What follows belongs to an exercise in optimizing a design on an open flow for small area, a short achievable clock period and few clock cycles per item; a production flow would make more cautious choices.
At most, simulation tests tie the RTL to the original design; equivalence was not proved.

==> v6 <==
Design rgb_to_hsv_converter_top, start of the top module:
module rgb_to_hsv_converter_top (
  input  logic        clk,
  input  logic        rst,
  input  logic        push,
  input  logic [31:0] pixel,
  output logic        full,
  output logic        empty,
  input  logic        pop,
  output logic [39:0] hsv
);
Settings: LEC_CHECK=0, CAP_MARGIN=20, CORE_MARGIN=2, CORE_UTILIZATION=40, SETUP_SLACK_MARGIN=4.0, SLEW_MARGIN=20; clock period 8.5 ns.
run.sh (not shown) runs the stock make flow with config.mk's settings and CLKGATE_MAP_FILE= SYNTH_SCRIPT=/design/flow/synth_recipe.tcl, a recipe that flattens the netlist after the stock synthesis.
==> v35: changes against v6 <==
--- a/flow/config.mk
+++ b/flow/config.mk
@@ -8,5 +8,5 @@
 export CAP_MARGIN = 20
 export CORE_MARGIN = 2
 export CORE_UTILIZATION = 40
-export SETUP_SLACK_MARGIN = 4.0
+export SETUP_SLACK_MARGIN = 5.0
 export SLEW_MARGIN = 20
==> results.txt <==
quantity                                                                   v35                   v6
Outcome                                                         finished clean       finished clean
Share of the clock period used by the worst path                         0.526                0.535
Top cell class by occupied area                              multi-input gates     sequential cells
Detailed router's first-iteration violation count                         1164                  823
Final Net Count                                                           2826                 2706
Largest stage delay, worst path                                        0.45 ns              0.39 ns
Fraction of standard cell area that is sequential                        0.384                0.412
Routed wl met2                                                   30900 microns        28500 microns
Filler instances                                                          5180                 5505
Minimum setup slack in the final design                                4.03 ns              3.95 ns
Final HPWL DP                                                    39300 microns        38700 microns
DRT Pass-1 Iters                                                             5                    6
Worst Hold End                                              s5_hq[6]$_DFFE_PN_  s7_hq[11]$_DFFE_PN_
Global router's overall resource usage                                   0.176                0.167
Cell area after placement                                          27300 sq um          27000 sq um
GR met1 Demand/Resource                                                  0.206                0.193
Launch point of the critical path                         s0_pix[24]$_DFFE_PN_  s0_pix[8]$_DFFE_PN_
Share of the final layout cell area in multi-input gates                 0.420                0.407
Vias post-DR                                                             18000                17300
Worst min-delay path startpoint                             s4_hq[4]$_DFFE_PN_   s6_hq[9]$_DFFE_PN_
Testbench counts of v6, summed over its fixed seeds: cycles 8,264, items 8,192.
Testbench counts of v35, summed over its fixed seeds: cycles 8,264, items 8,192.


==> 03-19: inputs <==
rgb_to_hsv_converter_top, a different RTL version from the one above (not shown whole).
==> flow/config.mk <==
export PLATFORM = sky130hd
export DESIGN_NAME = rgb_to_hsv_converter_top
export DESIGN_NICKNAME = rgb_to_hsv_converter_top
export VERILOG_FILES = /design/flow/design.v
export SDC_FILE = /design/flow/constraint.sdc
export NUM_CORES = 4
export LEC_CHECK = 0
export CAP_MARGIN = 20
export CORE_MARGIN = 2
export CORE_UTILIZATION = 55
export CTS_BUF_LIST = sky130_fd_sc_hd__clkbuf_8
export GPL_ROUTABILITY_DRIVEN = 0
export PLACE_DENSITY = 0.8
export SETUP_SLACK_MARGIN = 4.0
export SLEW_MARGIN = 20
==> flow/constraint.sdc <==
create_clock -name core_clock -period 8.5 [get_ports {clk}]
set_input_delay 1.7000 -clock core_clock [delete_from_list [all_inputs] [get_ports {clk}]]
set_output_delay 1.7000 -clock core_clock [all_outputs]
set_load 0.01 [all_outputs]
==> inputs of 12-04, as changes to 03-19 <==
--- a/flow/design.v
+++ b/flow/design.v
@@ -115,72 +115,72 @@
     if (en) begin
       s1_alpha <= pixel[7:0];
       s1_mx <= c1_mx;
       s1_mn <= c1_mn;
       s1_mid <= c1_mid;
       s1_hq <= c1_hq0;
       s1_m3 <= c1_m30;
       s2_alpha <= s1_alpha;
-      s2_mx <= (~s1_mx);
+      s2_mx <= s1_mx;
       s2_d <= c2_d0;
       s2_hq <= c2_h0_hq;
       s2_hr <= c2_h0_hr;
       s2_m3 <= c2_h0_m3;
       s3_alpha <= s2_alpha;
       s3_mx <= s2_mx;
       s3_d <= s2_d;
       s3_hq <= c3_h2_hq;
       s3_hr <= c3_h2_hr;
       s3_m3 <= c3_h2_m3;
       s4_alpha <= s3_alpha;
       s4_mx <= s3_mx;
       s4_d <= s3_d;
       s4_hq <= c4_h4_hq;
       s4_hr <= c4_h4_hr;
       s4_m3 <= c4_h4_m3;
-      s4_lb <= {(s3_d[7] ^ (&s3_d[6:0]))};
+      s4_lb <= {(s3_d[7] ^ (|s3_d[6:0]))};
       s5_alpha <= s4_alpha;
       s5_mx <= s4_mx;
       s5_d <= s4_d;
       s5_hq <= c5_h6_hq;
       s5_hr <= c5_h6_hr;
       s5_m3 <= c5_h6_m3;
       s5_sr <= c5_s0_sr;
       s5_sq <= c5_s0_sq;
-      s5_lb <= {(s4_d[6] ^ (&s4_d[5:0])), (s4_d[5] ^ (&s4_d[4:0]))};
+      s5_lb <= {(s4_d[6] ^ (|s4_d[5:0])), (s4_d[5] ^ (|s4_d[4:0]))};
       s6_alpha <= s5_alpha;
       s6_mx <= s5_mx;
       s6_d <= s5_d;
       s6_hq <= c6_h8_hq;
       s6_hr <= c6_h8_hr;
       s6_m3 <= c6_h8_m3;
       s6_sr <= c6_s2_sr;
       s6_sq <= c6_s2_sq;
-      s6_lb <= {(s5_d[4] ^ (&s5_d[3:0])), (s5_d[3] ^ (&s5_d[2:0]))};
+      s6_lb <= {(s5_d[4] ^ (|s5_d[3:0])), (s5_d[3] ^ (|s5_d[2:0]))};
       s7_alpha <= s6_alpha;
       s7_mx <= s6_mx;
       s7_d <= s6_d;
       s7_hq <= c7_h10_hq;
       s7_hr <= c7_h10_hr;
       s7_m3 <= c7_h10_m3;
       s7_sr <= c7_s4_sr;
       s7_sq <= c7_s4_sq;
-      s7_lb <= {(s6_d[2] ^ (&s6_d[1:0])), (s6_d[1] ^ (&s6_d[0:0]))};
+      s7_lb <= {(s6_d[2] ^ (|s6_d[1:0])), (s6_d[1] ^ (|s6_d[0:0]))};
       s8_alpha <= s7_alpha;
       s8_mx <= s7_mx;
       s8_d <= s7_d;
       s8_hq <= c8_h12_hq;
       s8_hr <= c8_h12_hr;
       s8_m3 <= c8_h12_m3;
       s8_sr <= c8_s6_sr;
       s8_sq <= c8_s6_sq;
-      s8_lb <= {(~s7_d[0])};
+      s8_lb <= {s7_d[0]};
       s9_alpha <= s8_alpha;
-      s9_mx <= (~s8_mx);
+      s9_mx <= s8_mx;
       s9_hue <= c9_hue;
       s9_sat <= c9_sat;
     end
   end
   logic [7:0] f_r, f_g, f_b;
   logic ge_rg, ge_gr, ge_gb, ge_bg, ge_br, ge_rb;
   logic c_0, c_1, c_2, c_3, c_4, c_5;
   assign f_r = pixel[31:24];
@@ -203,189 +203,189 @@
   logic c1_hq0;
   assign c1_mx  = (c_1 | c_2) ? f_g : (c_3 | c_4) ? f_b : f_r;
   assign c1_mn  = (c_2 | c_3) ? f_r : (c_4 | c_5) ? f_g : (c_0 | c_1) ? f_b : f_r;
   assign c1_mid = (c_0 | c_3) ? f_g : (c_1 | c_4) ? f_r : (c_2 | c_5) ? f_b : f_r;
   assign c1_m30 = {c_2 | c_5, c_1 | c_4};
   assign c1_hq0 = c_3 | c_4 | c_5;
   logic [7:0] c2_d0, c2_ea, c2_eb, c2_hr0;
   logic c2_odd;
-  assign c2_d0  = s1_mn + ~s1_mx;
+  assign c2_d0  = s1_mx - s1_mn;
   assign c2_odd = s1_hq ^ s1_m3[0];
   assign c2_ea  = c2_odd ? s1_mx : s1_mid;
   assign c2_eb  = c2_odd ? s1_mid : s1_mn;
   assign c2_hr0 = c2_ea - c2_eb;
   logic [9:0] c2_h0_sub; logic c2_h0_q; logic [7:0] c2_h0_hr; logic [1:0] c2_h0_m3; logic c2_h0_hb;
-  assign c2_h0_sub = {1'b0, c2_hr0, 1'b0} + {2'b11, c2_d0} + 10'd1;
+  assign c2_h0_sub = {1'b0, c2_hr0, 1'b0} - {2'b00, c2_d0};
   assign c2_h0_q = !c2_h0_sub[9];
   assign c2_h0_hr = c2_h0_q ? c2_h0_sub[7:0] : {c2_hr0[6:0], 1'b0};
   assign c2_h0_hb = s1_m3[1] | (s1_m3[0] & c2_h0_q);
   assign c2_h0_m3 = {(s1_m3 == 2'd1 && !c2_h0_q) || (s1_m3 == 2'd2 && c2_h0_q), (s1_m3 == 2'd0 && c2_h0_q) || (s1_m3 == 2'd2 && !c2_h0_q)};
   logic [1:0] c2_h0_hq;
   assign c2_h0_hq = {s1_hq, c2_h0_hb};
   logic [9:0] c3_h1_sub; logic c3_h1_q; logic [7:0] c3_h1_hr; logic [1:0] c3_h1_m3; logic c3_h1_hb;
-  assign c3_h1_sub = {1'b0, s2_hr, 1'b0} + {2'b11, s2_d} + 10'd1;
+  assign c3_h1_sub = {1'b0, s2_hr, 1'b0} - {2'b00, s2_d};
   assign c3_h1_q = !c3_h1_sub[9];
   assign c3_h1_hr = c3_h1_q ? c3_h1_sub[7:0] : {s2_hr[6:0], 1'b0};
   assign c3_h1_hb = s2_m3[1] | (s2_m3[0] & c3_h1_q);
   assign c3_h1_m3 = {(s2_m3 == 2'd1 && !c3_h1_q) || (s2_m3 == 2'd2 && c3_h1_q), (s2_m3 == 2'd0 && c3_h1_q) || (s2_m3 == 2'd2 && !c3_h1_q)};
   logic [2:0] c3_h1_hq;
   assign c3_h1_hq = {s2_hq, c3_h1_hb};
   logic [9:0] c3_h2_sub; logic c3_h2_q; logic [7:0] c3_h2_hr; logic [1:0] c3_h2_m3; logic c3_h2_hb;
-  assign c3_h2_sub = {1'b0, c3_h1_hr, 1'b0} + {2'b11, s2_d} + 10'd1;
+  assign c3_h2_sub = {1'b0, c3_h1_hr, 1'b0} - {2'b00, s2_d};
   assign c3_h2_q = !c3_h2_sub[9];
   assign c3_h2_hr = c3_h2_q ? c3_h2_sub[7:0] : {c3_h1_hr[6:0], 1'b0};
   assign c3_h2_hb = c3_h1_m3[1] | (c3_h1_m3[0] & c3_h2_q);
   assign c3_h2_m3 = {(c3_h1_m3 == 2'd1 && !c3_h2_q) || (c3_h1_m3 == 2'd2 && c3_h2_q), (c3_h1_m3 == 2'd0 && c3_h2_q) || (c3_h1_m3 == 2'd2 && !c3_h2_q)};
   logic [3:0] c3_h2_hq;
   assign c3_h2_hq = {c3_h1_hq, c3_h2_hb};
   logic [9:0] c4_h3_sub; logic c4_h3_q; logic [7:0] c4_h3_hr; logic [1:0] c4_h3_m3; logic c4_h3_hb;
-  assign c4_h3_sub = {1'b0, s3_hr, 1'b0} + {2'b11, s3_d} + 10'd1;
+  assign c4_h3_sub = {1'b0, s3_hr, 1'b0} - {2'b00, s3_d};
   assign c4_h3_q = !c4_h3_sub[9];
   assign c4_h3_hr = c4_h3_q ? c4_h3_sub[7:0] : {s3_hr[6:0], 1'b0};
   assign c4_h3_hb = s3_m3[1] | (s3_m3[0] & c4_h3_q);
   assign c4_h3_m3 = {(s3_m3 == 2'd1 && !c4_h3_q) || (s3_m3 == 2'd2 && c4_h3_q), (s3_m3 == 2'd0 && c4_h3_q) || (s3_m3 == 2'd2 && !c4_h3_q)};
   logic [4:0] c4_h3_hq;
   assign c4_h3_hq = {s3_hq, c4_h3_hb};
   logic [9:0] c4_h4_sub; logic c4_h4_q; logic [7:0] c4_h4_hr; logic [1:0] c4_h4_m3; logic c4_h4_hb;
-  assign c4_h4_sub = {1'b0, c4_h3_hr, 1'b0} + {2'b11, s3_d} + 10'd1;
+  assign c4_h4_sub = {1'b0, c4_h3_hr, 1'b0} - {2'b00, s3_d};
   assign c4_h4_q = !c4_h4_sub[9];
   assign c4_h4_hr = c4_h4_q ? c4_h4_sub[7:0] : {c4_h3_hr[6:0], 1'b0};
   assign c4_h4_hb = c4_h3_m3[1] | (c4_h3_m3[0] & c4_h4_q);
   assign c4_h4_m3 = {(c4_h3_m3 == 2'd1 && !c4_h4_q) || (c4_h3_m3 == 2'd2 && c4_h4_q), (c4_h3_m3 == 2'd0 && c4_h4_q) || (c4_h3_m3 == 2'd2 && !c4_h4_q)};
   logic [5:0] c4_h4_hq;
   assign c4_h4_hq = {c4_h3_hq, c4_h4_hb};
   logic [9:0] c5_h5_sub; logic c5_h5_q; logic [7:0] c5_h5_hr; logic [1:0] c5_h5_m3; logic c5_h5_hb;
-  assign c5_h5_sub = {1'b0, s4_hr, 1'b0} + {2'b11, s4_d} + 10'd1;
+  assign c5_h5_sub = {1'b0, s4_hr, 1'b0} - {2'b00, s4_d};
   assign c5_h5_q = !c5_h5_sub[9];
   assign c5_h5_hr = c5_h5_q ? c5_h5_sub[7:0] : {s4_hr[6:0], 1'b0};
   assign c5_h5_hb = s4_m3[1] | (s4_m3[0] & c5_h5_q);
   assign c5_h5_m3 = {(s4_m3 == 2'd1 && !c5_h5_q) || (s4_m3 == 2'd2 && c5_h5_q), (s4_m3 == 2'd0 && c5_h5_q) || (s4_m3 == 2'd2 && !c5_h5_q)};
   logic [6:0] c5_h5_hq;
   assign c5_h5_hq = {s4_hq, c5_h5_hb};
   logic [9:0] c5_h6_sub; logic c5_h6_q; logic [7:0] c5_h6_hr; logic [1:0] c5_h6_m3; logic c5_h6_hb;
-  assign c5_h6_sub = {1'b0, c5_h5_hr, 1'b0} + {2'b11, s4_d} + 10'd1;
+  assign c5_h6_sub = {1'b0, c5_h5_hr, 1'b0} - {2'b00, s4_d};
   assign c5_h6_q = !c5_h6_sub[9];
   assign c5_h6_hr = c5_h6_q ? c5_h6_sub[7:0] : {c5_h5_hr[6:0], 1'b0};
   assign c5_h6_hb = c5_h5_m3[1] | (c5_h5_m3[0] & c5_h6_q);
   assign c5_h6_m3 = {(c5_h5_m3 == 2'd1 && !c5_h6_q) || (c5_h5_m3 == 2'd2 && c5_h6_q), (c5_h5_m3 == 2'd0 && c5_h6_q) || (c5_h5_m3 == 2'd2 && !c5_h6_q)};
   logic [7:0] c5_h6_hq;
   assign c5_h6_hq = {c5_h5_hq, c5_h6_hb};
   logic [7:0] c5_sr0;
-  assign c5_sr0 = ~(s4_d + 8'd1);
+  assign c5_sr0 = s4_d - 8'd1;
   logic [9:0] c5_s0_sub; logic c5_s0_q; logic [7:0] c5_s0_sr;
-  assign c5_s0_sub = {1'b0, c5_sr0, s4_lb[0]} + {2'b11, s4_mx} + 10'd1;
+  assign c5_s0_sub = {1'b0, c5_sr0, s4_lb[0]} - {2'b00, s4_mx};
   assign c5_s0_q = !c5_s0_sub[9];
   assign c5_s0_sr = c5_s0_q ? c5_s0_sub[7:0] : {c5_sr0[6:0], s4_lb[0]};
   logic [0:0] c5_s0_sq;
   assign c5_s0_sq = c5_s0_q;
   logic [9:0] c6_h7_sub; logic c6_h7_q; logic [7:0] c6_h7_hr; logic [1:0] c6_h7_m3; logic c6_h7_hb;
-  assign c6_h7_sub = {1'b0, s5_hr, 1'b0} + {2'b11, s5_d} + 10'd1;
+  assign c6_h7_sub = {1'b0, s5_hr, 1'b0} - {2'b00, s5_d};
   assign c6_h7_q = !c6_h7_sub[9];
   assign c6_h7_hr = c6_h7_q ? c6_h7_sub[7:0] : {s5_hr[6:0], 1'b0};
   assign c6_h7_hb = s5_m3[1] | (s5_m3[0] & c6_h7_q);
   assign c6_h7_m3 = {(s5_m3 == 2'd1 && !c6_h7_q) || (s5_m3 == 2'd2 && c6_h7_q), (s5_m3 == 2'd0 && c6_h7_q) || (s5_m3 == 2'd2 && !c6_h7_q)};
   logic [8:0] c6_h7_hq;
   assign c6_h7_hq = {s5_hq, c6_h7_hb};
   logic [9:0] c6_h8_sub; logic c6_h8_q; logic [7:0] c6_h8_hr; logic [1:0] c6_h8_m3; logic c6_h8_hb;
-  assign c6_h8_sub = {1'b0, c6_h7_hr, 1'b0} + {2'b11, s5_d} + 10'd1;
+  assign c6_h8_sub = {1'b0, c6_h7_hr, 1'b0} - {2'b00, s5_d};
   assign c6_h8_q = !c6_h8_sub[9];
   assign c6_h8_hr = c6_h8_q ? c6_h8_sub[7:0] : {c6_h7_hr[6:0], 1'b0};
   assign c6_h8_hb = c6_h7_m3[1] | (c6_h7_m3[0] & c6_h8_q);
   assign c6_h8_m3 = {(c6_h7_m3 == 2'd1 && !c6_h8_q) || (c6_h7_m3 == 2'd2 && c6_h8_q), (c6_h7_m3 == 2'd0 && c6_h8_q) || (c6_h7_m3 == 2'd2 && !c6_h8_q)};
   logic [9:0] c6_h8_hq;
   assign c6_h8_hq = {c6_h7_hq, c6_h8_hb};
   logic [9:0] c6_s1_sub; logic c6_s1_q; logic [7:0] c6_s1_sr;
-  assign c6_s1_sub = {1'b0, s5_sr, s5_lb[1]} + {2'b11, s5_mx} + 10'd1;
+  assign c6_s1_sub = {1'b0, s5_sr, s5_lb[1]} - {2'b00, s5_mx};
   assign c6_s1_q = !c6_s1_sub[9];
   assign c6_s1_sr = c6_s1_q ? c6_s1_sub[7:0] : {s5_sr[6:0], s5_lb[1]};
   logic [1:0] c6_s1_sq;
   assign c6_s1_sq = {s5_sq, c6_s1_q};
   logic [9:0] c6_s2_sub; logic c6_s2_q; logic [7:0] c6_s2_sr;
-  assign c6_s2_sub = {1'b0, c6_s1_sr, s5_lb[0]} + {2'b11, s5_mx} + 10'd1;
+  assign c6_s2_sub = {1'b0, c6_s1_sr, s5_lb[0]} - {2'b00, s5_mx};
   assign c6_s2_q = !c6_s2_sub[9];
   assign c6_s2_sr = c6_s2_q ? c6_s2_sub[7:0] : {c6_s1_sr[6:0], s5_lb[0]};
   logic [2:0] c6_s2_sq;
   assign c6_s2_sq = {c6_s1_sq, c6_s2_q};
   logic [9:0] c7_h9_sub; logic c7_h9_q; logic [7:0] c7_h9_hr; logic [1:0] c7_h9_m3; logic c7_h9_hb;
-  assign c7_h9_sub = {1'b0, s6_hr, 1'b0} + {2'b11, s6_d} + 10'd1;
+  assign c7_h9_sub = {1'b0, s6_hr, 1'b0} - {2'b00, s6_d};
   assign c7_h9_q = !c7_h9_sub[9];
   assign c7_h9_hr = c7_h9_q ? c7_h9_sub[7:0] : {s6_hr[6:0], 1'b0};
   assign c7_h9_hb = s6_m3[1] | (s6_m3[0] & c7_h9_q);
   assign c7_h9_m3 = {(s6_m3 == 2'd1 && !c7_h9_q) || (s6_m3 == 2'd2 && c7_h9_q), (s6_m3 == 2'd0 && c7_h9_q) || (s6_m3 == 2'd2 && !c7_h9_q)};
   logic [10:0] c7_h9_hq;
   assign c7_h9_hq = {s6_hq, c7_h9_hb};
   logic [9:0] c7_h10_sub; logic c7_h10_q; logic [7:0] c7_h10_hr; logic [1:0] c7_h10_m3; logic c7_h10_hb;
-  assign c7_h10_sub = {1'b0, c7_h9_hr, 1'b0} + {2'b11, s6_d} + 10'd1;
+  assign c7_h10_sub = {1'b0, c7_h9_hr, 1'b0} - {2'b00, s6_d};
   assign c7_h10_q = !c7_h10_sub[9];
   assign c7_h10_hr = c7_h10_q ? c7_h10_sub[7:0] : {c7_h9_hr[6:0], 1'b0};
   assign c7_h10_hb = c7_h9_m3[1] | (c7_h9_m3[0] & c7_h10_q);
   assign c7_h10_m3 = {(c7_h9_m3 == 2'd1 && !c7_h10_q) || (c7_h9_m3 == 2'd2 && c7_h10_q), (c7_h9_m3 == 2'd0 && c7_h10_q) || (c7_h9_m3 == 2'd2 && !c7_h10_q)};
   logic [11:0] c7_h10_hq;
   assign c7_h10_hq = {c7_h9_hq, c7_h10_hb};
   logic [9:0] c7_s3_sub; logic c7_s3_q; logic [7:0] c7_s3_sr;
-  assign c7_s3_sub = {1'b0, s6_sr, s6_lb[1]} + {2'b11, s6_mx} + 10'd1;
+  assign c7_s3_sub = {1'b0, s6_sr, s6_lb[1]} - {2'b00, s6_mx};
   assign c7_s3_q = !c7_s3_sub[9];
   assign c7_s3_sr = c7_s3_q ? c7_s3_sub[7:0] : {s6_sr[6:0], s6_lb[1]};
   logic [3:0] c7_s3_sq;
   assign c7_s3_sq = {s6_sq, c7_s3_q};
   logic [9:0] c7_s4_sub; logic c7_s4_q; logic [7:0] c7_s4_sr;
-  assign c7_s4_sub = {1'b0, c7_s3_sr, s6_lb[0]} + {2'b11, s6_mx} + 10'd1;
+  assign c7_s4_sub = {1'b0, c7_s3_sr, s6_lb[0]} - {2'b00, s6_mx};
   assign c7_s4_q = !c7_s4_sub[9];
   assign c7_s4_sr = c7_s4_q ? c7_s4_sub[7:0] : {c7_s3_sr[6:0], s6_lb[0]};
   logic [4:0] c7_s4_sq;
   assign c7_s4_sq = {c7_s3_sq, c7_s4_q};
   logic [9:0] c8_h11_sub; logic c8_h11_q; logic [7:0] c8_h11_hr; logic [1:0] c8_h11_m3; logic c8_h11_hb;
-  assign c8_h11_sub = {1'b0, s7_hr, 1'b0} + {2'b11, s7_d} + 10'd1;
+  assign c8_h11_sub = {1'b0, s7_hr, 1'b0} - {2'b00, s7_d};
   assign c8_h11_q = !c8_h11_sub[9];
   assign c8_h11_hr = c8_h11_q ? c8_h11_sub[7:0] : {s7_hr[6:0], 1'b0};
   assign c8_h11_hb = s7_m3[1] | (s7_m3[0] & c8_h11_q);
   assign c8_h11_m3 = {(s7_m3 == 2'd1 && !c8_h11_q) || (s7_m3 == 2'd2 && c8_h11_q), (s7_m3 == 2'd0 && c8_h11_q) || (s7_m3 == 2'd2 && !c8_h11_q)};
   logic [12:0] c8_h11_hq;
   assign c8_h11_hq = {s7_hq, c8_h11_hb};
   logic [9:0] c8_h12_sub; logic c8_h12_q; logic [7:0] c8_h12_hr; logic [1:0] c8_h12_m3; logic c8_h12_hb;
-  assign c8_h12_sub = {1'b0, c8_h11_hr, 1'b0} + {2'b11, s7_d} + 10'd1;
+  assign c8_h12_sub = {1'b0, c8_h11_hr, 1'b0} - {2'b00, s7_d};
   assign c8_h12_q = !c8_h12_sub[9];
   assign c8_h12_hr = c8_h12_q ? c8_h12_sub[7:0] : {c8_h11_hr[6:0], 1'b0};
   assign c8_h12_hb = c8_h11_m3[1] | (c8_h11_m3[0] & c8_h12_q);
   assign c8_h12_m3 = {(c8_h11_m3 == 2'd1 && !c8_h12_q) || (c8_h11_m3 == 2'd2 && c8_h12_q), (c8_h11_m3 == 2'd0 && c8_h12_q) || (c8_h11_m3 == 2'd2 && !c8_h12_q)};
   logic [13:0] c8_h12_hq;
   assign c8_h12_hq = {c8_h11_hq, c8_h12_hb};
   logic [9:0] c8_s5_sub; logic c8_s5_q; logic [7:0] c8_s5_sr;
-  assign c8_s5_sub = {1'b0, s7_sr, s7_lb[1]} + {2'b11, s7_mx} + 10'd1;
+  assign c8_s5_sub = {1'b0, s7_sr, s7_lb[1]} - {2'b00, s7_mx};
   assign c8_s5_q = !c8_s5_sub[9];
   assign c8_s5_sr = c8_s5_q ? c8_s5_sub[7:0] : {s7_sr[6:0], s7_lb[1]};
   logic [5:0] c8_s5_sq;
   assign c8_s5_sq = {s7_sq, c8_s5_q};
   logic [9:0] c8_s6_sub; logic c8_s6_q; logic [7:0] c8_s6_sr;
-  assign c8_s6_sub = {1'b0, c8_s5_sr, s7_lb[0]} + {2'b11, s7_mx} + 10'd1;
+  assign c8_s6_sub = {1'b0, c8_s5_sr, s7_lb[0]} - {2'b00, s7_mx};
   assign c8_s6_q = !c8_s6_sub[9];
   assign c8_s6_sr = c8_s6_q ? c8_s6_sub[7:0] : {c8_s5_sr[6:0], s7_lb[0]};
   logic [6:0] c8_s6_sq;
   assign c8_s6_sq = {c8_s5_sq, c8_s6_q};
   logic [9:0] c9_h13_sub; logic c9_h13_q; logic [7:0] c9_h13_hr; logic [1:0] c9_h13_m3; logic c9_h13_hb;
-  assign c9_h13_sub = {1'b0, s8_hr, 1'b0} + {2'b11, s8_d} + 10'd1;
+  assign c9_h13_sub = {1'b0, s8_hr, 1'b0} - {2'b00, s8_d};
   assign c9_h13_q = !c9_h13_sub[9];
   assign c9_h13_hr = c9_h13_q ? c9_h13_sub[7:0] : {s8_hr[6:0], 1'b0};
   assign c9_h13_hb = s8_m3[1] | (s8_m3[0] & c9_h13_q);
   assign c9_h13_m3 = {(s8_m3 == 2'd1 && !c9_h13_q) || (s8_m3 == 2'd2 && c9_h13_q), (s8_m3 == 2'd0 && c9_h13_q) || (s8_m3 == 2'd2 && !c9_h13_q)};
   logic [14:0] c9_h13_hq;
   assign c9_h13_hq = {s8_hq, c9_h13_hb};
   logic [9:0] c9_h14_sub; logic c9_h14_q; logic [7:0] c9_h14_hr; logic [1:0] c9_h14_m3; logic c9_h14_hb;
-  assign c9_h14_sub = {1'b0, c9_h13_hr, 1'b0} + {2'b11, s8_d} + 10'd1;
+  assign c9_h14_sub = {1'b0, c9_h13_hr, 1'b0} - {2'b00, s8_d};
   assign c9_h14_q = !c9_h14_sub[9];
   assign c9_h14_hr = c9_h14_q ? c9_h14_sub[7:0] : {c9_h13_hr[6:0], 1'b0};
   assign c9_h14_hb = c9_h13_m3[1] | (c9_h13_m3[0] & c9_h14_q);
   assign c9_h14_m3 = {(c9_h13_m3 == 2'd1 && !c9_h14_q) || (c9_h13_m3 == 2'd2 && c9_h14_q), (c9_h13_m3 == 2'd0 && c9_h14_q) || (c9_h13_m3 == 2'd2 && !c9_h14_q)};
   logic [15:0] c9_h14_hq;
   assign c9_h14_hq = {c9_h13_hq, c9_h14_hb};
   logic [9:0] c9_s7_sub; logic c9_s7_q; logic [7:0] c9_s7_sr;
-  assign c9_s7_sub = {1'b0, s8_sr, s8_lb[0]} + {2'b11, s8_mx} + 10'd1;
+  assign c9_s7_sub = {1'b0, s8_sr, s8_lb[0]} - {2'b00, s8_mx};
   assign c9_s7_q = !c9_s7_sub[9];
   assign c9_s7_sr = c9_s7_q ? c9_s7_sub[7:0] : {s8_sr[6:0], s8_lb[0]};
   logic [7:0] c9_s7_sq;
   assign c9_s7_sq = {s8_sq, c9_s7_q};
   logic c9_grey;
-  assign c9_grey = (s8_d == 8'hff);
+  assign c9_grey = (s8_d == 8'd0);
   logic [15:0] c9_hue; logic [7:0] c9_sat;
   assign c9_hue = c9_grey ? 16'd0 : c9_h14_hq;
   assign c9_sat = c9_grey ? 8'd0 : c9_s7_sq;
 endmodule
- GPL_ROUTABILITY_DRIVEN: 0 -> not set
==> results.txt <==
post-synthesis cell count=2,080; post-CTS setup buffer count=15; Clock buf/inv share=0.0483; run status=finished clean; fill count=3,285; mapped cell area=24,600 µm²; die width=215 µm; full die area=46,400 µm²; Unique masters post-synth=80; CTS Buf Count=72; Yosys top cell area share=0.520; GR Layer Usage met2=0.375
That was 03-19.
==> results.txt <==
run status=finished clean; Unique masters post-synth=75; CTS Buf Count=73; post-synthesis cell count=2,184; Clock buf/inv share=0.0487; GR Layer Usage met2=0.374; final non-filler cell total=3,028; full die area=47,400 µm²; mapped cell area=25,100 µm²; post-CTS setup buffer count=13; multi-input gates=1,512; die width=218 µm; fill count=3,403; maximum number of pins on one net before global-route repair=94
That was 12-04.
Testbench counts of 03-19, summed over its fixed seeds: cycles 8,264, items 8,192.
Only the layout flow was run in 12-04; the RTL was not checked for function there.

==> static timing again, ports no longer ideal <==
Ports are ideal in the flow. The routed layouts listed here were re-timed in OpenROAD. Step 1 assumes that a clkbuf_16 drives the clock port and a buf_2 every other input. Step 2 also shifts input and output timing later by t, the mid clock arrival at the registers, as if the neighbouring blocks saw the same clock. a / b / c = ideal ports / drivers / drivers and shift; a / b = the first two.
| run | shift t [ns] | setup WS [ns] | worst setup path after step 2 | clock arrival spread, ns | worst slew at a driven data input, ns |
|---|---|---|---|---|---|
| v6 | 0.640 | 3.954 / 3.954 / 3.954 | register to register | 0.029 / 0.028 | 0.05 |
| v35 | 0.648 | 4.026 / 4.026 / 4.026 | register to register | 0.018 / 0.018 | 0.06 |
| 03-19 | 0.648 | 4.102 / 4.080 / 3.519 | input to register | 0.034 / 0.034 | 0.04 |
| 12-04 | 0.696 | 4.026 / 4.026 / 3.483 | input to register | 0.054 / 0.054 | 0.04 |
After both steps setup and hold are still met in every run listed. The setup slack of 03-19, which loses most, moves by -0.022 ns with the drivers and by -0.583 ns with both steps.
